Context: an optimization exercise on an open-source flow, tuned for a short achievable clock period and few clock cycles per item. The choices shown serve that exercise and are no tape-out recipe.
Function was checked by simulation only, so behaviour that the tests miss may differ from the original.
Power is estimated from default activity; no workload was simulated.

## standard.sh

```bash
#!/bin/bash
# synth_recipe.tcl (not shown) runs the flow's synth.tcl, then flattens the netlist and writes it again
# the make line also repeats each setting of config.mk as NAME=value (left out here)
make -C /OpenROAD-flow-scripts/flow DESIGN_CONFIG=/design/flow/config.mk WORK_HOME=/design/flow/orfs CLKGATE_MAP_FILE= SYNTH_SCRIPT=/design/flow/synth_recipe.tcl "${@:-finish}"
```

## config.mk

```make
export PLATFORM = sky130hd
export DESIGN_NAME = cpu
export DESIGN_NICKNAME = cpu
export VERILOG_FILES = /design/flow/design.v
export SDC_FILE = /design/flow/constraint.sdc
export NUM_CORES = 4
export LEC_CHECK = 0
export ABC_CLOCK_PERIOD_IN_PS = 2500
export CAP_MARGIN = 20
export CELL_PAD_IN_SITES_DETAIL_PLACEMENT = 1
export CELL_PAD_IN_SITES_GLOBAL_PLACEMENT = 2
export CORE_MARGIN = 2
export CORE_UTILIZATION = 30
export PLACE_DENSITY = 0.5
export SETUP_SLACK_MARGIN = 4.0
export SLEW_MARGIN = 20
export SYNTH_HIERARCHICAL = 1
```

## design.v

```verilog
`default_nettype none
package cpu_pkg;
    localparam int XLEN = 32;
    typedef logic [XLEN-1:0] word_t;
    typedef logic [4:0]      reg_addr_t;
    typedef enum logic [6:0] {
        OPC_OP     = 7'b0110011,
        OPC_OP_IMM = 7'b0010011,
        OPC_LOAD   = 7'b0000011,
        OPC_STORE  = 7'b0100011,
        OPC_BRANCH = 7'b1100011,
        OPC_JAL    = 7'b1101111
    } opcode_e;
    typedef enum logic [2:0] {
        ALU_ADD,
        ALU_SUB,
        ALU_AND,
        ALU_OR,
        ALU_XOR,
        ALU_SLT,
        ALU_PASS_LINK                
    } alu_op_e;
    typedef struct packed {
        logic      reg_write;        
        logic      mem_read;
        logic      mem_write;
        logic      is_branch;
        logic      branch_ne;        
        logic      is_jal;
        logic      use_imm;          
        alu_op_e   alu;
        reg_addr_t rd;
    } ctrl_t;
    localparam word_t NOP_INSTR = 32'h0000_0013;    
endpackage
`default_nettype wire
`timescale 1ns/10ps
`default_nettype none
module if_next (
    input  cpu_pkg::word_t pc,
    input  cpu_pkg::word_t instr,
    input  logic           stall,
    output cpu_pkg::word_t next_pc,
    output logic           pred
);
    logic jal, br, sel_j, sel_b, sel_4, hold;
    cpu_pkg::word_t immb, immj, tgt_b, tgt_j, pc4, jb;
    assign jal  = instr[6:0] == 7'b1101111;
    assign br   = instr[6:0] == 7'b1100011;
    assign pred = br && (instr[31] || instr[12]);
    assign immb = {{20{instr[31]}}, instr[7], instr[30:25], instr[11:8], 1'b0};
    assign immj = {{12{instr[31]}}, instr[19:12], instr[20], instr[30:21], 1'b0};
    ks_add32 u_tgt_b (.a(pc), .b(immb), .cin(1'b0), .s(tgt_b));
    ks_add32 u_tgt_j (.a(pc), .b(immj), .cin(1'b0), .s(tgt_j));
    assign pc4 = pc + 32'd4;
    assign sel_j = !stall && jal;
    assign sel_b = !stall && pred && !jal;
    assign sel_4 = !stall && !pred && !jal;
    assign hold  = stall;
    for (genvar i = 0; i < 32; i++) begin : g_next
        g_ao22 u_jb  (.s1(sel_j), .a(tgt_j[i]), .s2(sel_b), .b(tgt_b[i]), .y(jb[i]));
        g_sel2 u_pc  (.s1(sel_4), .a(pc4[i]),   .s2(hold),  .b(pc[i]),    .c(jb[i]), .y(next_pc[i]));
    end
endmodule
`default_nettype wire
`timescale 1ns/10ps
`default_nettype none
module ex_unit (
    input  cpu_pkg::word_t a,
    input  cpu_pkg::word_t b,
    input  cpu_pkg::word_t link,
    input  logic           sel_add,
    input  logic           sel_sub,
    input  logic           sel_and,
    input  logic           sel_or,
    input  logic           sel_xor,
    input  logic           sel_slt,
    input  logic           sel_link,
    input  logic           a_fwd,
    input  logic           b_fwd,
    input  logic           use_imm,
    input  cpu_pkg::word_t a_other,
    input  cpu_pkg::word_t b_other,
    input  cpu_pkg::word_t s_other,
    output cpu_pkg::word_t res_early,
    output cpu_pkg::word_t alu,
    output logic           eq,
    output cpu_pkg::word_t next_a,
    output cpu_pkg::word_t next_b,
    output cpu_pkg::word_t next_rs2
);
    cpu_pkg::word_t sum, diff, alu_early, a_early, b_early, s_early;
    cpu_pkg::word_t nb;
    logic lt, a_add, a_sub, b_add, b_sub, i_add, i_sub;
    assign nb = ~b;
    ks_add32 u_sum  (.a(a), .b(b),  .cin(1'b0), .s(sum));
    ks_add32 u_diff (.a(a), .b(nb), .cin(1'b1), .s(diff));
    assign lt = (a[31] != b[31]) ? a[31] : diff[31];
    eq32 u_eq (.a(a), .b(b), .eq(eq));
    assign res_early = ({32{sel_and}}  & (a & b))
                     | ({32{sel_or}}   & (a | b))
                     | ({32{sel_xor}}  & (a ^ b))
                     | ({32{sel_link}} & link);
    assign a_add = a_fwd && sel_add;
    assign a_sub = a_fwd && sel_sub;
    assign b_add = b_fwd && sel_add;
    assign b_sub = b_fwd && sel_sub;
    assign i_add = b_add && !use_imm;
    assign i_sub = b_sub && !use_imm;
    assign alu_early   = res_early | {31'd0, sel_slt && lt};
    assign a_early     = a_other | {31'd0, a_fwd && sel_slt && lt};
    assign s_early     = s_other | {31'd0, b_fwd && sel_slt && lt};
    assign b_early     = b_other | {31'd0, b_fwd && !use_imm && sel_slt && lt};
    for (genvar i = 0; i < 32; i++) begin : g_out
        g_sel2 u_alu (.s1(sel_add), .a(sum[i]), .s2(sel_sub), .b(diff[i]), .c(alu_early[i]),   .y(alu[i]));
        g_sel2 u_na  (.s1(a_add),   .a(sum[i]), .s2(a_sub),   .b(diff[i]), .c(a_early[i]),     .y(next_a[i]));
        g_sel2 u_nr  (.s1(b_add),   .a(sum[i]), .s2(b_sub),   .b(diff[i]), .c(s_early[i]),     .y(next_rs2[i]));
        g_sel2 u_nb  (.s1(i_add),   .a(sum[i]), .s2(i_sub),   .b(diff[i]), .c(b_early[i]),     .y(next_b[i]));
    end
endmodule
`default_nettype wire
`timescale 1ns/10ps
`default_nettype none
module g_ao21 (
    input  logic a,
    input  logic b,
    input  logic c,
    output logic y
);
    assign y = a | (b & c);
endmodule
module g_and2 (
    input  logic a,
    input  logic b,
    output logic y
);
    assign y = a & b;
endmodule
module g_xor2 (
    input  logic a,
    input  logic b,
    output logic y
);
    assign y = a ^ b;
endmodule
module g_mux2 (
    input  logic s,
    input  logic a,
    input  logic b,
    output logic y
);
    assign y = s ? b : a;
endmodule
module eq32 (
    input  logic [31:0] a,
    input  logic [31:0] b,
    output logic        eq
);
    assign eq = a == b;
endmodule
module g_ao22 (
    input  logic s1,
    input  logic a,
    input  logic s2,
    input  logic b,
    output logic y
);
    assign y = (s1 & a) | (s2 & b);
endmodule
module g_sel2 (
    input  logic s1,
    input  logic a,
    input  logic s2,
    input  logic b,
    input  logic c,
    output logic y
);
    assign y = (s1 & a) | (s2 & b) | c;
endmodule
module g_a22oi (
    input  logic a,
    input  logic b,
    input  logic c,
    input  logic d,
    output logic y
);
    assign y = !((a & b) | (c & d));
endmodule
module g_nand2 (
    input  logic a,
    input  logic b,
    output logic y
);
    assign y = !(a & b);
endmodule
module g_nand4 (
    input  logic a,
    input  logic b,
    input  logic c,
    input  logic d,
    output logic y
);
    assign y = !(a & b & c & d);
endmodule
module g_nor2 (
    input  logic a,
    input  logic b,
    output logic y
);
    assign y = !(a | b);
endmodule
module rf_bit (
    input  logic [31:1] sel,
    input  logic [31:1] r,
    output logic        y
);
    logic [15:0] t;
    logic [3:0]  u;
    logic [1:0]  v;
    for (genvar k = 0; k < 15; k++) begin : g_t
        g_a22oi u_t (.a(sel[2*k+1]), .b(r[2*k+1]), .c(sel[2*k+2]), .d(r[2*k+2]), .y(t[k]));
    end
    g_nand2 u_t15 (.a(sel[31]), .b(r[31]), .y(t[15]));
    for (genvar k = 0; k < 4; k++) begin : g_u
        g_nand4 u_u (.a(t[4*k]), .b(t[4*k+1]), .c(t[4*k+2]), .d(t[4*k+3]), .y(u[k]));
    end
    g_nor2  u_v0 (.a(u[0]), .b(u[1]), .y(v[0]));
    g_nor2  u_v1 (.a(u[2]), .b(u[3]), .y(v[1]));
    g_nand2 u_y  (.a(v[0]), .b(v[1]), .y(y));
endmodule
module g_ao222 (
    input  logic s1,
    input  logic a,
    input  logic s2,
    input  logic b,
    input  logic s3,
    input  logic c,
    output logic y
);
    assign y = (s1 & a) | (s2 & b) | (s3 & c);
endmodule
module g_ao2222 (
    input  logic s1,
    input  logic a,
    input  logic s2,
    input  logic b,
    input  logic s3,
    input  logic c,
    input  logic s4,
    input  logic d,
    output logic y
);
    assign y = (s1 & a) | (s2 & b) | (s3 & c) | (s4 & d);
endmodule
module ks_add32 (
    input  logic [31:0] a,
    input  logic [31:0] b,
    input  logic        cin,
    output logic [31:0] s
);
    logic [31:0] g [0:5];
    logic [31:0] p [0:5];
    logic [31:0] p0, c;
    logic        g00;
    for (genvar i = 0; i < 32; i++) begin : g_pg
        g_xor2 u_p (.a(a[i]), .b(b[i]), .y(p0[i]));
        if (i == 0) begin : g_b0
            g_and2 u_g  (.a(a[0]), .b(b[0]), .y(g00));
            g_ao21 u_gc (.a(g00), .b(p0[0]), .c(cin), .y(g[0][0]));
        end else begin : g_bn
            g_and2 u_g (.a(a[i]), .b(b[i]), .y(g[0][i]));
        end
        assign p[0][i] = p0[i];
    end
    for (genvar l = 0; l < 5; l++) begin : g_lvl
        for (genvar i = 0; i < 32; i++) begin : g_bit
            if (i >= (1 << l)) begin : g_op
                g_ao21 u_g (.a(g[l][i]), .b(p[l][i]), .c(g[l][i - (1 << l)]), .y(g[l+1][i]));
                g_and2 u_p (.a(p[l][i]), .b(p[l][i - (1 << l)]), .y(p[l+1][i]));
            end else begin : g_pass
                assign g[l+1][i] = g[l][i];
                assign p[l+1][i] = p[l][i];
            end
        end
    end
    assign c = {g[5][30:0], cin};
    for (genvar i = 0; i < 32; i++) begin : g_sum
        g_xor2 u_s (.a(p0[i]), .b(c[i]), .y(s[i]));
    end
endmodule
`default_nettype wire
`timescale 1ns/10ps
`default_nettype none
module cpu #(
    parameter cpu_pkg::word_t RESET_PC = '0
) (
    input  logic           clk,
    input  logic           reset,
    output cpu_pkg::word_t imem_addr,
    input  cpu_pkg::word_t imem_data,
    output logic           dmem_valid,
    output logic           dmem_write,
    output cpu_pkg::word_t dmem_addr,
    output cpu_pkg::word_t dmem_wdata,
    input  logic           dmem_ready,
    input  cpu_pkg::word_t dmem_rdata
);
    typedef cpu_pkg::word_t word_t;
    typedef cpu_pkg::reg_addr_t reg_addr_t;
    word_t     pc;
    logic      id_valid;
    word_t     id_instr;
    word_t     id_pc;
    logic      id_pred;                  
    logic [31:1] id_rs1_oh, id_rs2_oh;   
    logic      ex_reg_write, ex_load, ex_store;
    logic      ex_addi;
    word_t     ex_negimm;               
    logic      ex_miss_eq, ex_miss_ne;      
    logic      ex_sel_add, ex_sel_sub, ex_sel_and, ex_sel_or, ex_sel_xor, ex_sel_slt, ex_sel_link;
    reg_addr_t ex_rd;
    word_t     ex_a;                     
    word_t     ex_b;                     
    word_t     ex_s;                     
    word_t     ex_link, ex_rec_pc;
    logic      m_reg_write, m_load, m_store;
    logic      m_mem;                    
    logic [31:1] m_we;                   
    reg_addr_t m_rd;
    word_t     m_res, m_wdata;
    logic [31:1][31:0] rf;               
    logic      mem_busy;
    logic      load_use;
    logic      stall;
    logic      redirect;
    word_t     alu;                      
    logic      ex_eq;
    word_t     m_val;                    
    logic  f_pred;
    word_t f_next, pc_next, rec_pc, id_rec_pc;
    logic  any_redirect, id_redirect;
    assign imem_addr = pc;
    if_next u_if_next (
        .pc      (pc),
        .instr   (imem_data),
        .stall   (stall),
        .next_pc (f_next),
        .pred    (f_pred)
    );
    assign any_redirect = redirect || id_redirect;
    for (genvar i = 0; i < 32; i++) begin : g_pc
        g_mux2 u_rec (.s(redirect), .a(id_rec_pc[i]), .b(ex_rec_pc[i]), .y(rec_pc[i]));
        g_mux2 u_pc  (.s(any_redirect), .a(f_next[i]), .b(rec_pc[i]), .y(pc_next[i]));
    end
    always_ff @(posedge clk or posedge reset) begin
        if (reset) begin
            pc <= RESET_PC;
        end else begin
            pc <= pc_next;
        end
    end
    always_ff @(posedge clk or posedge reset) begin
        if (reset) begin
            id_valid <= 1'b0;
        end else if (any_redirect) begin
            id_valid <= 1'b0;
        end else if (!stall) begin
            id_valid <= 1'b1;
        end
    end
    always_ff @(posedge clk) begin
        if (!stall) begin
            id_instr <= imem_data;
            for (int i = 1; i < 32; i++) begin
                id_rs1_oh[i] <= imem_data[19:15] == 5'(i);
                id_rs2_oh[i] <= imem_data[24:20] == 5'(i);
            end
            id_pc    <= pc;
            id_pred  <= f_pred;
        end
    end
    logic [6:0] opc;
    logic [2:0] f3;
    reg_addr_t  rs1, rs2, rd;
    logic d_op, d_opimm, d_load, d_store, d_branch, d_jal;
    logic d_reg_write, d_uses_rs1, d_uses_rs2, d_use_imm;
    logic d_sel_add, d_sel_sub, d_sel_and, d_sel_or, d_sel_xor, d_sel_slt;
    logic a_fwd_ex, a_fwd_m, b_fwd_ex, b_fwd_m;
    word_t d_imm, d_immb, d_a_other, d_b_other, d_s_other, d_a, d_b, d_rs2, d_pc4, d_tgt_b;
    assign opc = id_instr[6:0];
    assign f3  = id_instr[14:12];
    assign rs1 = id_instr[19:15];
    assign rs2 = id_instr[24:20];
    assign rd  = id_instr[11:7];
    assign d_op     = id_valid && opc == 7'b0110011;
    assign d_opimm  = id_valid && opc == 7'b0010011;
    assign d_load   = id_valid && opc == 7'b0000011;
    assign d_store  = id_valid && opc == 7'b0100011;
    assign d_branch = id_valid && opc == 7'b1100011;
    assign d_jal    = id_valid && opc == 7'b1101111;
    assign d_reg_write = (d_op || d_opimm || d_load || d_jal) && rd != 5'd0;
    assign d_uses_rs1  = d_op || d_opimm || d_load || d_store || d_branch;
    assign d_uses_rs2  = d_op || d_store || d_branch;
    assign d_use_imm   = d_opimm || d_load || d_store;
    assign d_sel_sub = d_op && f3 == 3'b000 && id_instr[30];
    assign d_sel_add = d_op ? (f3 == 3'b000 && !id_instr[30]) : !d_jal;
    assign d_sel_slt = d_op && f3 == 3'b010;
    assign d_sel_xor = d_op && f3 == 3'b100;
    assign d_sel_or  = d_op && f3 == 3'b110;
    assign d_sel_and = d_op && f3 == 3'b111;
    assign d_imm  = d_store ? {{20{id_instr[31]}}, id_instr[31:25], id_instr[11:7]}
                            : {{20{id_instr[31]}}, id_instr[31:20]};
    assign d_immb = {{20{id_instr[31]}}, id_instr[7], id_instr[30:25], id_instr[11:8], 1'b0};
    assign d_pc4   = id_pc + 32'd4;
    ks_add32 u_tgt_b (.a(id_pc), .b(d_immb), .cin(1'b0), .s(d_tgt_b));
    assign a_fwd_ex = ex_reg_write && rs1 == ex_rd;
    assign a_fwd_m  = m_reg_write && rs1 == m_rd;
    assign b_fwd_ex = ex_reg_write && rs2 == ex_rd;
    assign b_fwd_m  = m_reg_write && rs2 == m_rd;
    logic a_sx, a_sm, a_sr, s_sx, s_sm, s_sr, b_sx, b_sm, b_sr;
    word_t res_early, d_rf_a, d_rf_s;
    assign a_sx = a_fwd_ex;
    assign a_sm = a_fwd_m && !a_fwd_ex;
    assign a_sr = !a_fwd_m && !a_fwd_ex;
    assign s_sx = b_fwd_ex;
    assign s_sm = b_fwd_m && !b_fwd_ex;
    assign s_sr = !b_fwd_m && !b_fwd_ex;
    assign b_sx = s_sx && !d_use_imm;
    assign b_sm = s_sm && !d_use_imm;
    assign b_sr = s_sr && !d_use_imm;
    for (genvar j = 0; j < 32; j++) begin : g_rd
        logic [31:1] col;
        for (genvar i = 1; i < 32; i++) begin : g_col
            assign col[i] = rf[i][j];
        end
        rf_bit   u_ra (.sel(id_rs1_oh), .r(col), .y(d_rf_a[j]));
        rf_bit   u_rs (.sel(id_rs2_oh), .r(col), .y(d_rf_s[j]));
        g_ao222  u_a  (.s1(a_sx), .a(res_early[j]), .s2(a_sm), .b(m_val[j]), .s3(a_sr), .c(d_rf_a[j]),
                       .y(d_a_other[j]));
        g_ao222  u_s  (.s1(s_sx), .a(res_early[j]), .s2(s_sm), .b(m_val[j]), .s3(s_sr), .c(d_rf_s[j]),
                       .y(d_s_other[j]));
        g_ao2222 u_b  (.s1(b_sx), .a(res_early[j]), .s2(b_sm), .b(m_val[j]), .s3(b_sr), .c(d_rf_s[j]),
                       .s4(d_use_imm), .d(d_imm[j]), .y(d_b_other[j]));
    end
    assign load_use = ex_load && ((d_uses_rs1 && a_fwd_ex) || (d_uses_rs2 && b_fwd_ex));
    assign mem_busy = m_mem && !dmem_ready;
    assign stall    = mem_busy || load_use;
    logic  d_fuse, d_zero, d_taken, d_pred;
    word_t d_negimm;
    assign d_fuse  = d_branch && rs2 == 5'd0 && a_fwd_ex && ex_addi;
    eq32 u_zero (.a(ex_a), .b(ex_negimm), .eq(d_zero));
    assign d_taken = d_zero != f3[0];
    assign id_redirect = d_fuse && (d_taken != id_pred) && !mem_busy;
    assign id_rec_pc   = id_pred ? d_pc4 : d_tgt_b;
    assign d_pred   = d_fuse ? d_taken : id_pred;
    assign d_negimm = '0 - d_imm;
    always_ff @(posedge clk or posedge reset) begin
        if (reset) begin
            ex_reg_write <= 1'b0;
            ex_load      <= 1'b0;
            ex_store     <= 1'b0;
            ex_miss_eq   <= 1'b0;
            ex_miss_ne   <= 1'b0;
            ex_addi      <= 1'b0;
        end else if (!mem_busy) begin
            if (redirect || load_use) begin
                ex_reg_write <= 1'b0;
                ex_load      <= 1'b0;
                ex_store     <= 1'b0;
                ex_miss_eq   <= 1'b0;
                ex_miss_ne   <= 1'b0;
                ex_addi      <= 1'b0;
            end else begin
                ex_reg_write <= d_reg_write;
                ex_load      <= d_load;
                ex_store     <= d_store;
                ex_miss_eq   <= d_branch && (f3[0] == d_pred);
                ex_miss_ne   <= d_branch && (f3[0] != d_pred);
                ex_addi      <= d_opimm;
            end
        end
    end
    always_ff @(posedge clk) begin
        if (!mem_busy) begin
            ex_sel_add  <= d_sel_add;
            ex_sel_sub  <= d_sel_sub;
            ex_sel_and  <= d_sel_and;
            ex_sel_or   <= d_sel_or;
            ex_sel_xor  <= d_sel_xor;
            ex_sel_slt  <= d_sel_slt;
            ex_sel_link <= d_jal;
            ex_rd       <= rd;
            ex_a        <= d_a;
            ex_b        <= d_b;
            ex_s        <= d_rs2;
            ex_link     <= d_pc4;
            ex_rec_pc   <= id_pred ? d_pc4 : d_tgt_b;
            ex_negimm   <= d_negimm;
        end
    end
    ex_unit u_ex (
        .a        (ex_a),
        .b        (ex_b),
        .link     (ex_link),
        .sel_add  (ex_sel_add),
        .sel_sub  (ex_sel_sub),
        .sel_and  (ex_sel_and),
        .sel_or   (ex_sel_or),
        .sel_xor  (ex_sel_xor),
        .sel_slt  (ex_sel_slt),
        .sel_link (ex_sel_link),
        .a_fwd    (a_fwd_ex),
        .b_fwd    (b_fwd_ex),
        .use_imm  (d_use_imm),
        .a_other  (d_a_other),
        .b_other  (d_b_other),
        .s_other  (d_s_other),
        .res_early(res_early),
        .alu      (alu),
        .eq       (ex_eq),
        .next_a   (d_a),
        .next_b   (d_b),
        .next_rs2 (d_rs2)
    );
    g_mux2 u_redirect (.s(ex_eq), .a(ex_miss_ne), .b(ex_miss_eq), .y(redirect));
    always_ff @(posedge clk or posedge reset) begin
        if (reset) begin
            m_reg_write <= 1'b0;
            m_load      <= 1'b0;
            m_store     <= 1'b0;
            m_mem       <= 1'b0;
            m_we        <= '0;
        end else if (!mem_busy) begin
            m_reg_write <= ex_reg_write;
            m_load      <= ex_load;
            m_store     <= ex_store;
            m_mem       <= ex_load || ex_store;
            for (int i = 1; i < 32; i++) begin
                m_we[i] <= ex_reg_write && ex_rd == 5'(i);
            end
        end
    end
    always_ff @(posedge clk) begin
        if (!mem_busy) begin
            m_rd    <= ex_rd;
            m_res   <= alu;                  
            m_wdata <= ex_s;
        end
    end
    assign dmem_valid = m_mem;
    assign dmem_write = m_store;
    assign dmem_addr  = m_res;
    assign dmem_wdata = m_wdata;
    assign m_val = m_load ? dmem_rdata : m_res;      
    always_ff @(posedge clk) begin
        for (int i = 1; i < 32; i++) begin
            if (m_we[i]) begin
                rf[i] <= m_val;
            end
        end
    end
endmodule
`default_nettype wire
```

## constraint.sdc

```tcl
create_clock -name core_clock -period 7.0 [get_ports {clk}]
set_input_delay 1.4000 -clock core_clock [delete_from_list [all_inputs] [get_ports {clk}]]
set_output_delay 1.4000 -clock core_clock [all_outputs]
set_load 0.01 [all_outputs]
```

## flow/run.sh

```bash
#!/bin/bash
# Standard layout, except that synthesis leaves adders to ABC instead of
# mapping them onto the library's full/half-adder cells.
set -euo pipefail
cd "$(dirname "$0")/.."
ADDER_MAP_FILE= bash standard.sh > standard.log 2>&1
```

==> results.txt, run 1 <==
status timing/DRC/antenna clean; Syn Area/Cell 13.5 µm²; cts bufs inserted 178; Worst path max stage delay 460 ps; flop-to-flop setup slack 3630 ps; ys async rst share 5.11%; routed via count 59200; mapped cell area 0.0793 mm²; critical path capture point type flop; htree depth 4; switching share of power 38.3%; largest net degree at the start of global routing 65; crit-path cells inv_1 > xor2_2 > a21o_1 > a21o_1 > a21o_1 > a21o_1 > a21o_4 > xor2_4 > maj3_2 > a31o_2 > a221o_1; switching pwr 12800 µW; Main synth FF type edfxtp_1; CTS tree yes; Initial Utilization 30.2%; Tcrit/Tclk final 48.1%; clock network power share 27.1%; fmax 297 MHz; met2 GRT Util 45.0%; RSZ-0062 raised after global routing true; Die W 518 µm; Core Area 0.263 mm²; CP required 7530 ps; worst-skew pair later-pin latency 860 ps; Final GP Congestion 0.876; met3 Use GR 3.14%; Net count, final 6631; setup-violating endpoint count in the final report 0; CTS Buffer Depth 3; clock transition at the registers of the reported paths 60 ps; Routed Antenna Nets 0; clock sinks 1447; hold_ws 417 ps; Buffers & Inverters on Critical Path 1; register area share after synthesis 54.3%; Leak Pwr 0.0361 µW; DP Wirelength 256000 µm; Flop pwr share 36.3%; die area 0.268 mm²; Overflow after GRT 0; hold bufs inserted after CTS 0; I/O Buffers 164; CP Class flop to flop; top cells by area, synth edfxtp_1, a22oi_2, a21o_1; global-route layer with the greatest usage met2; Period minus WS final 3370 ps; most frequent cell after synthesis edfxtp_1; VDD IR max 0.000271 V; die height 518 µm; dominant cell type by area after synthesis edfxtp_1; GR Util met1 40.1%; worst-path maximum fanout 4; max cap viols 0; vias per cell 5.79; Synth top area share 52.0%; Netlist cell types 65; Clock Skews 46.0 ps; internal cell power 20700 µW; WL/cell 37.9 µm; initial antenna violation count 21; layout cells sized above 1 33.2%; cells after synthesis 5867; critical path arrival 3890 ps; DRC 0; first-pass GRT wire length 527000 µm; worst slew pin tran 1070 ps; Critical Path Source Type flop; DP Area 0.0862 mm²; clk root buf clkbuf_16; Post-synth EDFFs 1373; IO Pins 165; synthesized flop and latch total 1447; final instance area 0.0968 mm²; crit-path most repeated cell a21o_1; final slew viol count 0; HP Class flop to flop; Rows 188; Routed WL 388000 µm; Ys Warns 12; gr usage total 28.1%; CP top delay family compound AO/OA/AOI/OAI gates; vias in the first global route 60900; most frequent cells after synthesis edfxtp_1, a22oi_2, and2_1; pwr dens 346 mW/mm²; final hold vios 0; slowest cell on the critical path edfxtp_1; drt first pass iters 8; combinational power share 36.7%; Slew headroom 28.6%; P&R area growth vs syn 22.0%; initial DRC count 5202
through the flow:
step	instances	worst slack, ps	util (%)	power, µW	TNS (ps)
final	10200	3630	36.8	33500	0
after detailed placement	9610	2080	32.8	23300	0
after CTS	10200	3640	36.3	33300	0
after global placement	9610	2130	32.8	23400	0
after floorplan	5879	-211	-	17900	-19880
after global routing	10200	3620	36.8	34600	0
layout by cell type, fill, tap and decap left out, drive strengths merged, types with 6 or more instances in the layout:
cell | netlist | layout
a21o | 626 | 626
a221o | 191 | 191
a222oi | 64 | 64
a22o | 41 | 41
a22oi | 1024 | 1024
and2 | 639 | 642
and3 | 39 | 39
and4 | 7 | 7
buf | 43 | 461
bufinv | 0 | 6
clkbuf | 34 | 233
clkdlybuf4s15 | 0 | 23
clkdlybuf4s50 | 0 | 41
clkinv | 1 | 75
conb | 4 | 16
dfrtp | 74 | 74
diode | 0 | 9
dlygate4sd2 | 0 | 46
edfxtp | 1373 | 1373
inv | 116 | 120
mux2 | 129 | 130
nand2 | 234 | 236
nand2b | 12 | 12
nand3 | 27 | 27
nand4 | 288 | 288
nor2 | 218 | 219
nor2b | 8 | 8
nor3 | 37 | 37
nor4 | 28 | 28
o21ai | 83 | 83
or3 | 11 | 11
xnor2 | 62 | 62
xor2 | 409 | 409
worst reg2reg max path: stages, from the launching register on:
cell and delay (ps):
edfxtp_1 460, inv_1 130, xor2_2 230, a21o_1 240, a21o_1 200, a21o_1 210, a21o_1 180, a21o_4 250
xor2_4 170, maj3_2 370, a31o_2 250, a221o_1 390
area by class of cell:
class                           count  area (µm²)
Multi-Input combinational cell   4246       37800
Antenna cell                        9        22.5
Tap cell                         3515        4400
Timing Repair Buffer              574        5230
Clock buffer                      232        4820
Sequential cell                  1447       43200
Inverter                          117         450
Clock inverter                     89         821
Fill cell                       27200      166000
logic make-up after synthesis:
logic type,count (synthesis),synth area share [%]
and+or+nand+nor,1563,11.0
buffers and inverters,194,1.12
AOI/OAI and AO/OA,2053,26.1
adders and majority gates,1,0.0126
xor gates and xnor gates,471,5.20
DFF,1447,54.3
other,4,0.0189
muxes,134,2.20
routing by layer:
layer,wire length (µm),vias up
li1,-,25000
met1,183000,32100
met2,178000,1647
met3,16100,412
met4,10900,0
met5,0,-
per-module statistics from Yosys, one instance, submodules excluded, a selection:
| module | cells inside | cell area, µm² | copies in the design | flip-flops and latches |
|---|---|---|---|---|
| if_next | 88 | 608 | 1 | 0 |
| eq32 | 43 | 347 | 2 | 0 |
| g_mux2 | 1 | 15.0 | 65 | 0 |
| g_ao222 | 2 | 13.8 | 64 | 0 |
| ex_unit | 222 | 1390 | 1 | 0 |
| g_nand4 | 1 | 6.26 | 256 | 0 |
| g_nand2 | 1 | 3.75 | 128 | 0 |
| g_ao2222 | 3 | 18.8 | 32 | 0 |
| g_xor2 | 1 | 8.76 | 320 | 0 |
| g_sel2 | 1 | 10.0 | 160 | 0 |
| cpu | 1948 | 46300 | 1 | 1447 |
| g_ao22 | 1 | 8.76 | 32 | 0 |
| g_and2 | 1 | 6.26 | 625 | 0 |
state kept, by name, indices dropped and copies added (netlist names), 5 cells and up:
| name | flops |
|---|---|
| pc | 32 |
| ex_rd | 5 |
| m_we | 31 |
| ex_b | 32 |
| ex_negimm | 13 |
| id_pc | 32 |
| ex_s | 32 |
| ex_rec_pc | 32 |
| rf | 992 |
| id_instr | 32 |
| ex_link | 32 |
| ex_a | 32 |
| id_rs1_oh | 31 |
| m_wdata | 32 |
| m_rd | 5 |
| id_rs2_oh | 31 |
| m_res | 32 |
path summary, 6_finish.rpt:
kind	from	endpoint	cells past startpoint
max reg2reg	ex_b[24]	ex_s[0]	11
min	ex_s[15]	m_wdata[15]	0
max in group asynchronous	reset	pc[28]	3
min in group asynchronous	reset	m_we[28]	2
max	ex_b[24]	ex_s[0]	11
min reg2reg	ex_s[15]	m_wdata[15]	0
power by group through the flow:
stage	logic [µW]	clock network, µW	registers (µW)
finish	12300	9060	12100
detailed placement	10700	0	12600
floorplan	5810	0	12100
CTS	11900	9240	12100
global placement	10800	0	12600
global route	12900	9560	12200
repair_timing:
action                     in CTS  in global routing
setup buffers                 212                 61
pin swaps                      46                 55
cloned                         14                  2
gates resized for setup       724                169
setup endpoints to repair     576                309
Testbench counts, summed over its fixed seeds: cycles 23,234, instructions 21,723.
==> inputs of run 2 (changes only) <==
--- a/design.v
+++ b/design.v
@@ -50,8 +50,8 @@
     assign pred = br && (instr[31] || instr[12]);
     assign immb = {{20{instr[31]}}, instr[7], instr[30:25], instr[11:8], 1'b0};
     assign immj = {{12{instr[31]}}, instr[19:12], instr[20], instr[30:21], 1'b0};
-    ks_add32 u_tgt_b (.a(pc), .b(immb), .cin(1'b0), .s(tgt_b));
-    ks_add32 u_tgt_j (.a(pc), .b(immj), .cin(1'b0), .s(tgt_j));
+    ks_add32 u_tgt_b (.a(pc), .b(immb), .cin(1'b0), .s(tgt_b), .c31());
+    ks_add32 u_tgt_j (.a(pc), .b(immj), .cin(1'b0), .s(tgt_j), .c31());
     assign pc4 = pc + 32'd4;
     assign sel_j = !stall && jal;
     assign sel_b = !stall && pred && !jal;
@@ -91,11 +91,18 @@
 );
     cpu_pkg::word_t sum, diff, alu_early, a_early, b_early, s_early;
     cpu_pkg::word_t nb;
-    logic lt, a_add, a_sub, b_add, b_sub, i_add, i_sub;
+    logic a_add, a_sub, b_add, b_sub, i_add, i_sub;
+    logic c31_sum, c31_diff, nc31, sgn_eq, lt_early, t_alu, t_a, t_s, t_b;
     assign nb = ~b;
-    ks_add32 u_sum  (.a(a), .b(b),  .cin(1'b0), .s(sum));
-    ks_add32 u_diff (.a(a), .b(nb), .cin(1'b1), .s(diff));
-    assign lt = (a[31] != b[31]) ? a[31] : diff[31];
+    ks_add32 u_sum  (.a(a), .b(b),  .cin(1'b0), .s(sum),  .c31(c31_sum));
+    ks_add32 u_diff (.a(a), .b(nb), .cin(1'b1), .s(diff), .c31(c31_diff));
+    assign sgn_eq   = a[31] == b[31];
+    assign lt_early = a[31] && !b[31];
+    assign nc31     = !c31_diff;
+    assign t_alu    = sel_slt && sgn_eq;
+    assign t_a      = a_fwd && sel_slt && sgn_eq;
+    assign t_s      = b_fwd && sel_slt && sgn_eq;
+    assign t_b      = b_fwd && !use_imm && sel_slt && sgn_eq;
     eq32 u_eq (.a(a), .b(b), .eq(eq));
     assign res_early = ({32{sel_and}}  & (a & b))
                      | ({32{sel_or}}   & (a | b))
@@ -107,11 +114,15 @@
     assign b_sub = b_fwd && sel_sub;
     assign i_add = b_add && !use_imm;
     assign i_sub = b_sub && !use_imm;
-    assign alu_early   = res_early | {31'd0, sel_slt && lt};
-    assign a_early     = a_other | {31'd0, a_fwd && sel_slt && lt};
-    assign s_early     = s_other | {31'd0, b_fwd && sel_slt && lt};
-    assign b_early     = b_other | {31'd0, b_fwd && !use_imm && sel_slt && lt};
-    for (genvar i = 0; i < 32; i++) begin : g_out
+    assign alu_early   = res_early | {31'd0, sel_slt && lt_early};
+    assign a_early     = a_other | {31'd0, a_fwd && sel_slt && lt_early};
+    assign s_early     = s_other | {31'd0, b_fwd && sel_slt && lt_early};
+    assign b_early     = b_other | {31'd0, b_fwd && !use_imm && sel_slt && lt_early};
+    g_sel3 u_alu0 (.s1(sel_add), .a(sum[0]), .s2(sel_sub), .b(diff[0]), .s3(t_alu), .c(nc31), .d(alu_early[0]), .y(alu[0]));
+    g_sel3 u_na0  (.s1(a_add),   .a(sum[0]), .s2(a_sub),   .b(diff[0]), .s3(t_a),   .c(nc31), .d(a_early[0]),   .y(next_a[0]));
+    g_sel3 u_nr0  (.s1(b_add),   .a(sum[0]), .s2(b_sub),   .b(diff[0]), .s3(t_s),   .c(nc31), .d(s_early[0]),   .y(next_rs2[0]));
+    g_sel3 u_nb0  (.s1(i_add),   .a(sum[0]), .s2(i_sub),   .b(diff[0]), .s3(t_b),   .c(nc31), .d(b_early[0]),   .y(next_b[0]));
+    for (genvar i = 1; i < 32; i++) begin : g_out
         g_sel2 u_alu (.s1(sel_add), .a(sum[i]), .s2(sel_sub), .b(diff[i]), .c(alu_early[i]),   .y(alu[i]));
         g_sel2 u_na  (.s1(a_add),   .a(sum[i]), .s2(a_sub),   .b(diff[i]), .c(a_early[i]),     .y(next_a[i]));
         g_sel2 u_nr  (.s1(b_add),   .a(sum[i]), .s2(b_sub),   .b(diff[i]), .c(s_early[i]),     .y(next_rs2[i]));
@@ -228,6 +239,18 @@
     g_nor2  u_v1 (.a(u[2]), .b(u[3]), .y(v[1]));
     g_nand2 u_y  (.a(v[0]), .b(v[1]), .y(y));
 endmodule
+module g_sel3 (
+    input  logic s1,
+    input  logic a,
+    input  logic s2,
+    input  logic b,
+    input  logic s3,
+    input  logic c,
+    input  logic d,
+    output logic y
+);
+    assign y = (s1 & a) | (s2 & b) | (s3 & c) | d;
+endmodule
 module g_ao222 (
     input  logic s1,
     input  logic a,
@@ -256,7 +279,8 @@
     input  logic [31:0] a,
     input  logic [31:0] b,
     input  logic        cin,
-    output logic [31:0] s
+    output logic [31:0] s,
+    output logic        c31
 );
     logic [31:0] g [0:5];
     logic [31:0] p [0:5];
@@ -283,7 +307,8 @@
             end
         end
     end
-    assign c = {g[5][30:0], cin};
+    assign c   = {g[5][30:0], cin};
+    assign c31 = g[5][30];
     for (genvar i = 0; i < 32; i++) begin : g_sum
         g_xor2 u_s (.a(p0[i]), .b(c[i]), .y(s[i]));
     end
@@ -347,9 +372,13 @@
         .next_pc (f_next),
         .pred    (f_pred)
     );
-    assign any_redirect = redirect || id_redirect;
+    logic ex_is_branch, any_eq, any_ne;
+    assign ex_is_branch = ex_miss_eq || ex_miss_ne;
+    assign any_eq = ex_miss_eq || id_redirect;
+    assign any_ne = ex_miss_ne || id_redirect;
+    g_mux2 u_any (.s(ex_eq), .a(any_ne), .b(any_eq), .y(any_redirect));
     for (genvar i = 0; i < 32; i++) begin : g_pc
-        g_mux2 u_rec (.s(redirect), .a(id_rec_pc[i]), .b(ex_rec_pc[i]), .y(rec_pc[i]));
+        g_mux2 u_rec (.s(ex_is_branch), .a(id_rec_pc[i]), .b(ex_rec_pc[i]), .y(rec_pc[i]));
         g_mux2 u_pc  (.s(any_redirect), .a(f_next[i]), .b(rec_pc[i]), .y(pc_next[i]));
     end
     always_ff @(posedge clk or posedge reset) begin
@@ -412,7 +441,7 @@
                             : {{20{id_instr[31]}}, id_instr[31:20]};
     assign d_immb = {{20{id_instr[31]}}, id_instr[7], id_instr[30:25], id_instr[11:8], 1'b0};
     assign d_pc4   = id_pc + 32'd4;
-    ks_add32 u_tgt_b (.a(id_pc), .b(d_immb), .cin(1'b0), .s(d_tgt_b));
+    ks_add32 u_tgt_b (.a(id_pc), .b(d_immb), .cin(1'b0), .s(d_tgt_b), .c31());
     assign a_fwd_ex = ex_reg_write && rs1 == ex_rd;
     assign a_fwd_m  = m_reg_write && rs1 == m_rd;
     assign b_fwd_ex = ex_reg_write && rs2 == ex_rd;
==> results.txt, run 2 <==
status timing/DRC/antenna clean; Tcrit/Tclk final 45.7% (-2.3 points); Met3 Wirelength 20100 µm (+25%); hold_ws 362 ps (-55.4 ps); Reg area 0.0432 mm² (about the same); clk root buf clkbuf_16; cts bufs inserted 186 (+4.5%); critical path capture point type flop; Post-Place Cells 9617 (+0.073%); final instance area 0.0988 mm² (+2.1%); Final Util 37.6% (+0.81 points); simple-gate portion of the synthesized area 10.9% (-0.072 points); RSZ-0062 raised after global routing true; crit-path cells buf_12 > buf_16 > buf_12 > buf_12 > buf_4 > a22oi_2 > nand4_1 > nor2_4 > nand2_2 > a222oi_1 > inv_1 > a221o_1; vias in the first global route 60200 (-1.2%); die height 518 µm (about the same); WL/cell 38.1 µm (+0.39%); Routed WL 393000 µm (+1.3%); drt first pass iters 8 (unchanged); worst-path maximum fanout 6 (+2); Netlist cell types 56 (-14%); layout cells sized above 1 34.6% (+1.4 points); Rows 188 (unchanged); pwr dens 366 mW/mm² (+5.9%); worst-skew pair later-pin latency 890 ps (+30 ps); Main synth FF type edfxtp_1; Final GP Congestion 0.866 (-1.2%); Core Area 0.263 mm² (about the same); most frequent cells after synthesis edfxtp_1, a22oi_2, and2_1; CP required 7590 ps (+60 ps); largest net degree at the start of global routing 76 (+17%); most frequent cell after synthesis edfxtp_1; initial antenna violation count 29 (+38%); CTS Buffer Depth 4 (+1); Largest register FFs 992 (unchanged); Slew headroom 20.0% (-8.7 points); Routed Antenna Nets 0 (unchanged); register area share after synthesis 54.4% (about the same); top cells by area, synth edfxtp_1, a22oi_2, a21o_1; Clock Skews 112 ps (+65.9 ps); area occupied by multi-input gates 0.0381 mm² (+0.88%); met2 wire len 176000 µm (-1.1%); clock sinks 1447 (unchanged); IO Pins 165 (unchanged); largest family of logic cells by synthesized area compound AO/OA/AOI/OAI gates; crit-path most repeated cell buf_12; vias per cell 5.77 (-0.28%); setup-violating endpoint count in the final report 0 (unchanged); Post-synth EDFFs 1373 (unchanged); first-pass GRT wire length 524000 µm (-0.61%); VDD IR max 0.000304 V (+12%); M1 WL 185000 µm (+1.3%); DP Area 0.0863 mm² (about the same); filler instances 27200 (-0.070%); synthesized flop and latch total 1447 (unchanged); fmax 312 MHz (+5.1%); CTS tree yes; most common cell after layout, fill and taps aside edfxtp_1; Critical Path Source Type flop; Post-Route Setup TNS 0 ps (unchanged); critical path arrival 3790 ps (-100 ps); fin cells 10300 (+0.87%); cells after synthesis 5849 (-0.31%); Net count, final 6719 (+1.3%); Synth Area in Adders 0% (-0.013 points); routed via count 59600 (+0.59%); final slew viol count 0 (unchanged); clock transition at the registers of the reported paths 60 ps (about the same); Die W 518 µm (about the same); gr usage total 27.9% (-0.20 points); die area 0.268 mm² (about the same); Post-Synth XOR/XNOR Area 5.25% (+0.048 points); P&R area growth vs syn 24.7%; slowest cell on the critical path edfxtp_1; Leak Pwr 0.0365 µW (+0.99%); max cap viols 0 (unchanged); HP Class flop to flop; Top Metal Used met5; mapped cell area 0.0792 mm² (about the same); CP Class flop to flop; Initial Utilization 30.2% (about the same); Overflow after GRT 0 (unchanged); Buffers & Inverters on Critical Path 6 (+5); initial DRC count 5664 (+8.9%); Largest Register rf; Ys Warns 12 (unchanged); DRC 0 (unchanged); Syn Area/Cell 13.5 µm² (+0.23%); CP top delay family simple AND/OR/NAND/NOR gates; Worst path max stage delay 420 ps (-40 ps); Synth top area share 52.0% (about the same); DP Wirelength 252000 µm (-1.5%); mux contribution to synthesized area 2.27% (+0.067 points); htree depth 4 (unchanged); dominant cell type by area after synthesis edfxtp_1; Period minus WS final 3200 ps (-163 ps); Synth Area in Compound Gates 26.1% (about the same); commonest cells after routing, fill and taps aside edfxtp_1, a22oi_2, a21o_1, and2_1, buf_4; I/O Buffers 164 (unchanged); worst slew pin tran 1200 ps (+130 ps); final hold vios 0 (unchanged); ys async rst share 5.11% (unchanged)
run 2: changes by cell type in the layout (fill, tap and decap cells not counted), moves of 13 or more:
cell,delta
nor3b_1,+31
clkbuf_16,+24
clkinv_1,+16
nor2_4,+19
buf_6,+24
and3_1,-29
buf_4,+21
buf_2,-17
buf_16,+13
dfrtp_2,+21
xor2_2,+20
nand2_4,+17
run 2: final cells by class:
class | count | share of cell area [%]
repair inverters | 3 | 0.0355
well taps | 3515 | 4.45
clock buffers | 233 | 4.97
diodes | 11 | 0.0279
repair buffers | 669 | 7.04
flip-flops and latches | 1447 | 43.7
clock inverters | 95 | 0.693
multi-input cells | 4231 | 38.6
inverters | 114 | 0.472
run 2: repair_timing:
item | 4_1_cts | 5_1_grt
buffers inserted | 231 | 86
setup endpoints to repair | 561 | 209
hold buffers | 0 | 0
gates cloned | 23 | 22
pin swaps | 98 | 176
gates resized for setup | 812 | 248
run 2: path summary, 6_finish.rpt:
| check | from | depth (start not counted) | endpoint | slack (ps) |
|---|---|---|---|---|
| worst min register to register | ex_s[28] | 0 | m_wdata[28] | 360 |
| worst max-delay path | id_rs1_oh[2] | 12 | ex_a[16] | 3800 |
| worst min-delay path | ex_s[28] | 0 | m_wdata[28] | 360 |
| max in group asynchronous | reset | 3 | pc[12] | 4480 |
| min in group asynchronous | reset | 2 | pc[0] | 970 |
| worst max register to register | id_rs1_oh[2] | 12 | ex_a[16] | 3800 |
run 2: report_power, final:
part | total, µW | internal [µW] | switching, µW
clock network | 9150 | 5260 | 3890
registers | 12300 | 11400 | 856
logic | 14800 | 5120 | 9650
run 2: stage by stage:
stage,total power [µW],worst slack (ps)
floorplan,19000,2210
global placement,25400,2100
detailed placement,25400,2050
CTS,35900,3850
global route,37400,3780
finish,36200,3800
run 2: Yosys stat by module, one instance, submodules excluded, a selection:
module,cells,area (µm²)
g_and2,1,6.26
g_ao222,2,13.8
g_xor2,1,8.76
g_ao22,1,8.76
g_nand2,1,3.75
ex_unit,229,1450
g_nand4,1,6.26
g_ao21,1,7.51
g_nor2,1,3.75
eq32,43,347
run 2: cell families (layout without fill, tap and decap cells):
| logic type | Yosys count | in the layout |
|---|---|---|
| AO/OA/AOI/OAI | 2053 | 2053 |
| XOR/XNOR | 475 | 475 |
| buffers and inverters | 187 | 1114 |
| flip-flops | 1447 | 1447 |
| multiplexers | 138 | 141 |
| other | 4 | 27 |
| AND/OR/NAND/NOR | 1545 | 1546 |
run 2: metal layers:
metal / vias up / global-route usage, %
li1: 25100 / -
met1: 32000 / 40.4
met2: 1935 / 43.2
met3: 481 / 4.15
met4: 16 / 7.08
met5: - / 0
run 2: worst reg2reg max path: cells and delay by family (launching register included):
family                 cells  cell delay (ps)
AO/OA/AOI/OAI              3              800
buffers and inverters      6              830
flip-flops                 1              420
AND/OR/NAND/NOR            3              920
Testbench counts of run 2, summed over its fixed seeds: cycles 23,234, instructions 21,723.
==> inputs of run 3 (changes only) <==
--- a/design.v
+++ b/design.v
@@ -341,7 +341,8 @@
     logic      ex_reg_write, ex_load, ex_store;
     logic      ex_addi;
     word_t     ex_negimm;               
-    logic      ex_miss_eq, ex_miss_ne;      
+    logic      ex_miss_eq, ex_miss_ne;
+    logic      ex_hit_eq, ex_hit_ne;      
     logic      ex_sel_add, ex_sel_sub, ex_sel_and, ex_sel_or, ex_sel_xor, ex_sel_slt, ex_sel_link;
     reg_addr_t ex_rd;
     word_t     ex_a;                     
@@ -353,6 +354,7 @@
     logic [31:1] m_we;                   
     reg_addr_t m_rd;
     word_t     m_res, m_wdata;
+    word_t     m_addr;                   
     logic [31:1][31:0] rf;               
     logic      mem_busy;
     logic      load_use;
@@ -483,6 +485,19 @@
     assign id_rec_pc   = id_pred ? d_pc4 : d_tgt_b;
     assign d_pred   = d_fuse ? d_taken : id_pred;
     assign d_negimm = '0 - d_imm;
+    logic redirect_n, ex_keep, k_reg_write, k_load, k_store, k_miss_eq, k_miss_ne, k_addi;
+    logic d_miss_eq, d_miss_ne, no_load_use;
+    assign d_miss_eq   = d_branch && (f3[0] == d_pred);
+    assign d_miss_ne   = d_branch && (f3[0] != d_pred);
+    assign no_load_use = !load_use;
+    g_mux2 u_redirect_n (.s(ex_eq), .a(ex_hit_ne), .b(ex_hit_eq), .y(redirect_n));
+    g_and2 u_keep   (.a(redirect_n), .b(no_load_use), .y(ex_keep));
+    g_and2 u_k_rw   (.a(ex_keep), .b(d_reg_write), .y(k_reg_write));
+    g_and2 u_k_ld   (.a(ex_keep), .b(d_load),      .y(k_load));
+    g_and2 u_k_st   (.a(ex_keep), .b(d_store),     .y(k_store));
+    g_and2 u_k_meq  (.a(ex_keep), .b(d_miss_eq),   .y(k_miss_eq));
+    g_and2 u_k_mne  (.a(ex_keep), .b(d_miss_ne),   .y(k_miss_ne));
+    g_and2 u_k_addi (.a(ex_keep), .b(d_opimm),     .y(k_addi));
     always_ff @(posedge clk or posedge reset) begin
         if (reset) begin
             ex_reg_write <= 1'b0;
@@ -492,21 +507,12 @@
             ex_miss_ne   <= 1'b0;
             ex_addi      <= 1'b0;
         end else if (!mem_busy) begin
-            if (redirect || load_use) begin
-                ex_reg_write <= 1'b0;
-                ex_load      <= 1'b0;
-                ex_store     <= 1'b0;
-                ex_miss_eq   <= 1'b0;
-                ex_miss_ne   <= 1'b0;
-                ex_addi      <= 1'b0;
-            end else begin
-                ex_reg_write <= d_reg_write;
-                ex_load      <= d_load;
-                ex_store     <= d_store;
-                ex_miss_eq   <= d_branch && (f3[0] == d_pred);
-                ex_miss_ne   <= d_branch && (f3[0] != d_pred);
-                ex_addi      <= d_opimm;
-            end
+            ex_reg_write <= k_reg_write;
+            ex_load      <= k_load;
+            ex_store     <= k_store;
+            ex_miss_eq   <= k_miss_eq;
+            ex_miss_ne   <= k_miss_ne;
+            ex_addi      <= k_addi;
         end
     end
     always_ff @(posedge clk) begin
@@ -552,6 +558,8 @@
         .next_rs2 (d_rs2)
     );
     g_mux2 u_redirect (.s(ex_eq), .a(ex_miss_ne), .b(ex_miss_eq), .y(redirect));
+    assign ex_hit_eq = !ex_miss_eq;
+    assign ex_hit_ne = !ex_miss_ne;
     always_ff @(posedge clk or posedge reset) begin
         if (reset) begin
             m_reg_write <= 1'b0;
@@ -572,13 +580,18 @@
     always_ff @(posedge clk) begin
         if (!mem_busy) begin
             m_rd    <= ex_rd;
-            m_res   <= alu;                  
+            m_res   <= alu;
             m_wdata <= ex_s;
         end
     end
+    always_ff @(posedge clk) begin
+        if (!mem_busy && (ex_load || ex_store)) begin
+            m_addr  <= alu;
+        end
+    end
     assign dmem_valid = m_mem;
     assign dmem_write = m_store;
-    assign dmem_addr  = m_res;
+    assign dmem_addr  = m_addr;
     assign dmem_wdata = m_wdata;
     assign m_val = m_load ? dmem_rdata : m_res;      
     always_ff @(posedge clk) begin
==> results.txt, run 3 <==
Slew headroom 22.0% (+2.0 points); fmax 304 MHz (-2.8%); P&R area growth vs syn 22.4%; CP Launch Point ex_negimm[12]; first-pass GRT wire length 532000 µm (+1.6%); CTS Buffer Depth 4 (unchanged); initial DRC count 5763 (+1.7%); ys async rst share 5.00% (-0.11 points); Routed Antenna Nets 0 (unchanged); FF-to-FF path depth 12 (unchanged); hold bufs inserted after CTS 0 (unchanged); most frequent cell after synthesis edfxtp_1; IO Pins 165 (unchanged); setup-violating endpoint count in the final report 0 (unchanged); final slew viol count 0 (unchanged); WL/cell 38.1 µm (+0.21%); pre-CTS setup slack 1980 ps (-73.1 ps); met2 GRT Util 44.7% (+1.5 points); initial antenna violation count 27 (-6.9%); worst-skew pair later-pin latency 880 ps (about the same); GR Util met1 39.9% (-0.56 points); HP Class flop to flop; Levels on crit path 12 (unchanged); met3 Use GR 3.68% (-0.46 points); Core Area 0.267 mm² (+1.8%); worst slew pin tran 1170 ps (-30.3 ps); critical path capture point type flop; vias in the first global route 61700 (+2.5%); Net count, final 6688 (-0.46%); top cells by area, synth edfxtp_1, a22oi_2, a21o_1; clock transition at the registers of the reported paths 60 ps (about the same); VDD IR max 0.000188 V (-38%); Rows 190 (+1.1%); Ys Warns 12 (unchanged); final hold vios 0 (unchanged); DP Wirelength 253000 µm (+0.38%); clk root buf clkbuf_16; crit-path cells buf_12 > xor2_1 > nor4_2 > nand4_1 > nor2_4 > buf_12 > xnor2_4 > nor4_4 > or2_4 > mux2_4 > buf_12 > mux2_4; Largest Register rf; Netlist cell types 54 (-3.6%); Overflow after GRT 0 (unchanged); CP Capture Point pc[1]; most frequent cells after synthesis edfxtp_1, a22oi_2, and2_1; global-route layer with the greatest usage met2; Main synth FF type edfxtp_1; Synth top area share 52.5% (+0.45 points); max cap viols 0 (unchanged); simple-gate portion of the synthesized area 11.0% (+0.020 points); largest family of logic cells by synthesized area compound AO/OA/AOI/OAI gates; mux contribution to synthesized area 2.23% (-0.042 points); Leak Pwr 0.0361 µW (-0.97%); CP required 7730 ps (+140 ps); Largest register FFs 992 (unchanged); DRC 0 (unchanged); Post-Route Setup TNS 0 ps (unchanged); slowest cell on the critical path edfxtp_1; die area 0.272 mm² (+1.4%); synthesized flop and latch total 1479 (+2.2%); I/O Buffers 164 (unchanged); dominant cell type by area after synthesis edfxtp_1; Worst path max stage delay 430 ps (about the same); Routed WL 394000 µm (+0.43%); CTS tree yes; commonest cells after routing, fill and taps aside edfxtp_1, a22oi_2, and2_1, a21o_1, xor2_1; CP Class flop to flop; Synth Area in Adders 0% (unchanged); die height 522 µm (+0.71%); Buffers & Inverters on Critical Path 3 (-3); Critical Path Source Type flop; status timing/DRC/antenna clean; vias per cell 5.80 (+0.51%); Setup WS post-layout 3710 ps (-92.2 ps); crit-path most repeated cell buf_12; critical path arrival 4020 ps (+230 ps); Post-synth EDFFs 1405 (+2.3%); Die W 522 µm (+0.71%); layout cells sized above 1 32.8% (-1.8 points); cells after synthesis 5922 (+1.2%); CP top delay family simple AND/OR/NAND/NOR gates; Syn Area/Cell 13.6 µm² (+0.20%); Post-Synth XOR/XNOR Area 5.18% (-0.066 points); RSZ-0062 raised after global routing true; most common cell after layout, fill and taps aside edfxtp_1; origin of the critical flop-to-flop path ex_negimm[12]; clock sinks 1479 (+2.2%); largest net degree at the start of global routing 108 (+42%); cts bufs inserted 187 (+0.54%); routed via count 60000 (+0.74%); register area share after synthesis 54.8% (+0.42 points); Period minus WS final 3290 ps (+92.2 ps); Initial Utilization 30.1% (-0.10 points); worst-path maximum fanout 10 (+4); Tcrit/Tclk final 47.1% (+1.3 points); drt first pass iters 7 (-1); mapped cell area 0.0804 mm² (+1.4%); flop-to-flop setup slack 3710 ps (-90 ps); pwr dens 374 mW/mm² (+2.1%); Synth Area in Compound Gates 25.8% (-0.34 points); Final GP Congestion 0.872 (+0.70%); htree depth 4 (unchanged); gr usage total 28.2% (+0.38 points); R2R Path End pc[1]; Clock Skews 91.9 ps (-19.9 ps)
[run 3: cells by family (layout without fill, tap and decap cells)]
logic type / count (synthesis) / after routing
other: 4 / 39
XOR/XNOR: 475 / 475
AO/OA/AOI/OAI: 2062 / 2062
multiplexers: 136 / 139
flip-flops: 1479 / 1479
buffers and inverters: 191 / 1017
AND/OR/NAND/NOR: 1575 / 1578
[run 3: per-layer routing]
| layer | vias up | share of wire [%] | routed length [µm] |
|---|---|---|---|
| met4 | 2 | 3.7 | 14600 |
| met2 | 1852 | 45 | 179000 |
| li1 | 25200 | - | - |
| met3 | 509 | 4.9 | 19400 |
| met5 | - | 0.0033 | 13 |
| met1 | 32400 | 46 | 181000 |
[run 3: area by class of cell]
| cell class | count | area (µm²) |
|---|---|---|
| Antenna cell | 23 | 57.6 |
| Clock buffer | 230 | 4920 |
| Clock inverter | 104 | 992 |
| Fill cell | 27800 | 169000 |
| Inverter | 113 | 444 |
| Multi-Input combinational cell | 4270 | 37800 |
| Sequential cell | 1479 | 44200 |
| Tap cell | 3552 | 4440 |
| Timing Repair Buffer | 570 | 5590 |
[run 3: per-module statistics from Yosys, one instance, submodules excluded, a selection]
module / flops+latches / copies in the design
cpu: 1479 / 1
eq32: 0 / 2
ex_unit: 0 / 1
g_a22oi: 0 / 960
g_and2: 0 / 632
g_ao21: 0 / 625
g_ao22: 0 / 32
g_ao222: 0 / 64
g_ao2222: 0 / 32
g_mux2: 0 / 66
g_nand2: 0 / 128
g_nand4: 0 / 256
g_nor2: 0 / 128
g_sel2: 0 / 156
g_xor2: 0 / 320
[run 3: how the worst min path moves through the flow]
stage             start          end  slack (ps)  cells past startpoint
2_1_floorplan   ex_s[0]   m_wdata[0]         400                      0
3_5_place_dp   ex_s[12]  m_wdata[12]         410                      0
6_report       ex_s[27]  m_wdata[27]         400                      0
5_1_grt        ex_s[12]  m_wdata[12]         420                      0
3_3_place_gp   ex_s[20]  m_wdata[20]         400                      0
4_1_cts        ex_s[27]  m_wdata[27]         410                      0
[run 3: through the flow]
| step | hold WS [ps] | util, % | cell area (µm²) | power (µW) | std cells |
|---|---|---|---|---|---|
| after floorplan | 400 | - | 80700 | 19500 | 5934 |
| after global placement | 403 | 32.7 | 87500 | 25800 | 9717 |
| after detailed placement | 406 | 32.7 | 87500 | 25800 | 9717 |
| after CTS | 406 | 36.3 | 96900 | 36500 | 10300 |
| after global routing | 421 | 36.8 | 98300 | 38000 | 10300 |
| final | 403 | 36.8 | 98400 | 36800 | 10300 |
[run 3: timing repair]
item | CTS | global route
gates cloned | 12 | 5
pin swaps | 41 | 101
gates resized for setup | 654 | 193
buffers inserted | 201 | 49
setup endpoints to repair | 615 | 424
[run 3: power breakdown]
| part | internal [µW] | switching [µW] |
|---|---|---|
| Clock | 5630 | 4010 |
| Combinational | 4980 | 9620 |
| Sequential | 11700 | 846 |
Testbench counts of run 3, summed over its fixed seeds: cycles 23,234, instructions 21,723.
==> inputs of run 4 (changes only) <==
==> flow/run.sh (replaced) <==
#!/bin/bash
# Standard layout, except that:
# - synthesis leaves adders to ABC instead of mapping them onto the
#   library's full/half-adder cells;
# - the port buffers are buf_6 cells instead of the small delay buffers
#   that buffer_ports picks by default (every port still gets a buffer).
set -euo pipefail
cd "$(dirname "$0")/.."
ADDER_MAP_FILE= BUFFER_PORTS_ARGS="-buffer_cell sky130_fd_sc_hd__buf_6" bash standard.sh > standard.log 2>&1
==> results.txt, run 4 <==
Rows 190 (unchanged); mapped cell area 0.0804 mm² (unchanged); worst slew pin tran 1180 ps (+7.00 ps); critical path arrival 3920 ps (-100 ps); CP required 7690 ps (-40 ps); Post-Place Cells 9739 (+0.23%); status timing/DRC/antenna clean; Routed WL 398000 µm (+0.82%); Net count, final 6753 (+0.97%); die height 522 µm (unchanged); Die W 522 µm (unchanged); Post-synth EDFFs 1405 (unchanged); Levels on crit path 11 (-1); cts bufs inserted 188 (+0.53%); Ys Warns 12 (unchanged); clk root buf clkbuf_16; most frequent cell after synthesis edfxtp_1; final slew viol count 0 (unchanged); ys async rst share 5.00% (unchanged); I/O Buffers 164 (unchanged); slowest cell on the critical path mux2_8; hold_ws 394 ps (-9.41 ps); clock transition at the registers of the reported paths 60 ps (about the same); VDD IR max 0.000177 V (-5.6%); DRC 0 (unchanged); initial antenna violation count 22 (-19%); P&R area growth vs syn 23.9%; Tcrit/Tclk final 46.1% (-0.96 points); CP Class flop to flop; final hold vios 0 (unchanged); Routed Antenna Nets 0 (unchanged); cells after synthesis 5922 (unchanged); Syn Area/Cell 13.6 µm² (unchanged); Critical Path Source Type flop; synthesized flop and latch total 1479 (unchanged); WL/cell 38.3 µm (+0.29%); CP Launch Point ex_negimm[12]; CP Capture Point pc[22]; worst-path maximum fanout 5 (-5); die area 0.272 mm² (unchanged); CTS Buffer Depth 4 (unchanged); vias in the first global route 61600 (-0.16%); first-pass GRT wire length 534000 µm (+0.38%); crit-path cells buf_6 > buf_16 > xor2_4 > nor4_4 > nand4_1 > nor2_4 > xnor2_2 > nor4_4 > or2_4 > mux2_8 > mux2_4; R2R Path End pc[22]; initial DRC count 5857 (+1.6%); Post-Route Setup TNS 0 ps (unchanged); crit-path most repeated cell nor4_4; fmax 310 MHz (+2.1%); Synth top area share 52.5% (unchanged); setup-violating endpoint count in the final report 0 (unchanged); Overflow after GRT 0 (unchanged); Leak Pwr 0.0368 µW (+1.9%); top cells by area, synth edfxtp_1, a22oi_2, a21o_1; critical path capture point type flop; htree depth 4 (unchanged); clock sinks 1479 (unchanged); CTS tree yes; Initial Utilization 30.1% (unchanged); largest net degree at the start of global routing 147 (+36%); most frequent cells after synthesis edfxtp_1, a22oi_2, and2_1; Largest register FFs 992 (unchanged); Main synth FF type edfxtp_1; Largest Register rf; Final Util 37.3% (+0.46 points); most common cell after layout, fill and taps aside edfxtp_1; gr usage total 28.4% (+0.13 points); Final GP Congestion 0.875 (+0.32%); filler instances 27700 (-0.38%); commonest cells after routing, fill and taps aside edfxtp_1, a22oi_2, a21o_1, and2_1, buf_4; RSZ-0062 raised after global routing true; depth of the worst hold-timing path 0 (unchanged); hold bufs inserted after CTS 0 (unchanged); Core Area 0.267 mm² (unchanged); flop-to-flop setup slack 3770 ps (+70 ps); Worst path max stage delay 390 ps (-40 ps); CP top delay family simple AND/OR/NAND/NOR gates; IO Pins 165 (unchanged); origin of the critical flop-to-flop path ex_negimm[12]; max cap viols 0 (unchanged); DP Wirelength 255000 µm (+1.1%); dominant cell type by area after synthesis edfxtp_1; FF-to-FF path depth 11 (-1); fin cells 10400 (+0.52%); Buffers & Inverters on Critical Path 2 (-1); HP Class flop to flop; drt first pass iters 6 (-1); layout cells sized above 1 35.3% (+2.5 points); Clock Skews 107 ps (+15.0 ps); pwr dens 372 mW/mm² (-0.52%); vias per cell 5.78 (-0.32%); Slew headroom 21.5% (-0.47 points); register area share after synthesis 54.8% (unchanged); routed via count 60100 (+0.20%); total power 37100 µW (+0.73%); worst-skew pair later-pin latency 880 ps (about the same); Netlist cell types 54 (unchanged); Period minus WS final 3230 ps (-67.5 ps)
==> run 4: per-layer routing <==
metal	GRT usage [%]	part of all wire, %	wire [µm]
met4	8.23	3.3	13000
met1	39.8	46	181000
met2	45.2	46	181000
met5	0	0	0
met3	4.16	5.6	22300
==> run 4: worst register-to-register path, cell delays in order (launching register included) <==
cell      delay [ps]
edfxtp_1         370
buf_6            170
buf_16           160
xor2_4           190
nor4_4           310
nand4_1          310
nor2_4           300
xnor2_2          170
nor4_4            70
or2_4            340
mux2_8           390
mux2_4           340
==> run 4: layout make-up <==
cell class,count,area (µm²),area share (%)
antenna,16,40.0,0.0402
inverter,113,444,0.446
sequential,1479,44200,44.3
clock buffer,245,5060,5.08
clock inverter,86,712,0.715
timing repair buffer,634,6770,6.79
multi-input combinational,4270,38000,38.1
tap,3552,4440,4.46
==> run 4: kinds of logic (layout without fill, tap and decap cells) <==
| kind of cell | count (synthesis) | after routing | share of synthesized area, % |
|---|---|---|---|
| xor gates and xnor gates | 475 | 475 | 5.18 |
| muxes | 136 | 140 | 2.23 |
| AOI/OAI and AO/OA | 2062 | 2063 | 25.8 |
| and+or+nand+nor | 1575 | 1576 | 11.0 |
| other | 4 | 32 | 0.0187 |
| DFF | 1479 | 1479 | 54.8 |
| buffers and inverters | 191 | 1078 | 1.06 |
==> run 4: modules after synthesis (local to each module, per instance), a selection <==
module	copies in the design	cells inside	area, µm²
cpu	1	1980	47200
ex_unit	1	229	1450
if_next	1	88	608
eq32	2	43	347
g_ao2222	32	3	18.8
g_sel3	4	3	16.3
g_mux2	66	1	15.0
g_a22oi	960	1	12.5
g_nand4	256	1	6.26
g_and2	632	1	6.26
g_nand2	128	1	3.75
g_nor2	128	1	3.75
==> run 4: worst min path at each step <==
| stage | from | end | slack, ps |
|---|---|---|---|
| after CTS | ex_s[3] | m_wdata[3] | 410 |
| after global placement | ex_s[11] | m_wdata[11] | 400 |
| after detailed placement | ex_s[25] | m_wdata[25] | 410 |
| after global routing | ex_s[3] | m_wdata[3] | 410 |
| final | ex_s[3] | m_wdata[3] | 390 |
| after floorplan | ex_s[0] | m_wdata[0] | 400 |
==> run 4: power by group <==
| part | total, µW | switching [µW] | internal (µW) |
|---|---|---|---|
| clock network | 9380 | 3980 | 5410 |
| logic | 15000 | 9750 | 5280 |
| registers | 12600 | 951 | 11700 |
| total | 37100 | 14700 | 22400 |
==> run 4: metrics by stage <==
stage	area (µm²)	setup WS, ps
after detailed placement	87900	2810
final	99600	3770
after global routing	99600	3720
after floorplan	80700	3380
after global placement	87800	2800
after CTS	97600	3830
==> run 4: what timing repair did <==
| item | 4_1_cts | 5_1_grt |
|---|---|---|
| pin swaps | 70 | 85 |
| gates cloned | 15 | 9 |
| endpoints found under the setup margin | 373 | 273 |
| buffers inserted | 204 | 81 |
| gates resized for setup | 452 | 206 |

-- separate check: timing with driven ports --
The flow's constraints put no driver on any port. The routed layouts listed below were extracted and timed again, unchanged, in two steps. Step 1 assumes that a clkbuf_16 drives the clock port and a buf_2 every other input. Step 2 times the ports against the registers' clock, not the clock port: input delays grow and output delays shrink by t, the midpoint of the rising clock arrivals with the driver on. Slacks: ideal / step 1 / step 2; pairs: ideal / step 1.
run | shift t [ns] | setup slack, ns | worst hold slack (ns) | worst setup path after step 2 | worst register clock-pin slew, ns
run 1 | 0.929 | 3.634 / 3.634 / 2.876 | 0.417 / 0.417 / 0.417 | input to register | 0.07 / 0.07
run 2 | 0.926 | 3.798 / 3.776 / 2.850 | 0.362 / 0.362 / 0.362 | input to register | 0.07 / 0.07
run 3 | 0.928 | 3.706 / 3.706 / 2.879 | 0.403 / 0.403 / 0.403 | input to register | 0.07 / 0.07
run 4 | 0.924 | 3.773 / 3.773 / 2.914 | 0.394 / 0.394 / 0.394 | input to register | 0.08 / 0.08
After both steps every run listed still meets setup and hold. For run 2, which loses most, drivers alone change the setup slack by -0.022 ns; drivers and shift together by -0.948 ns.
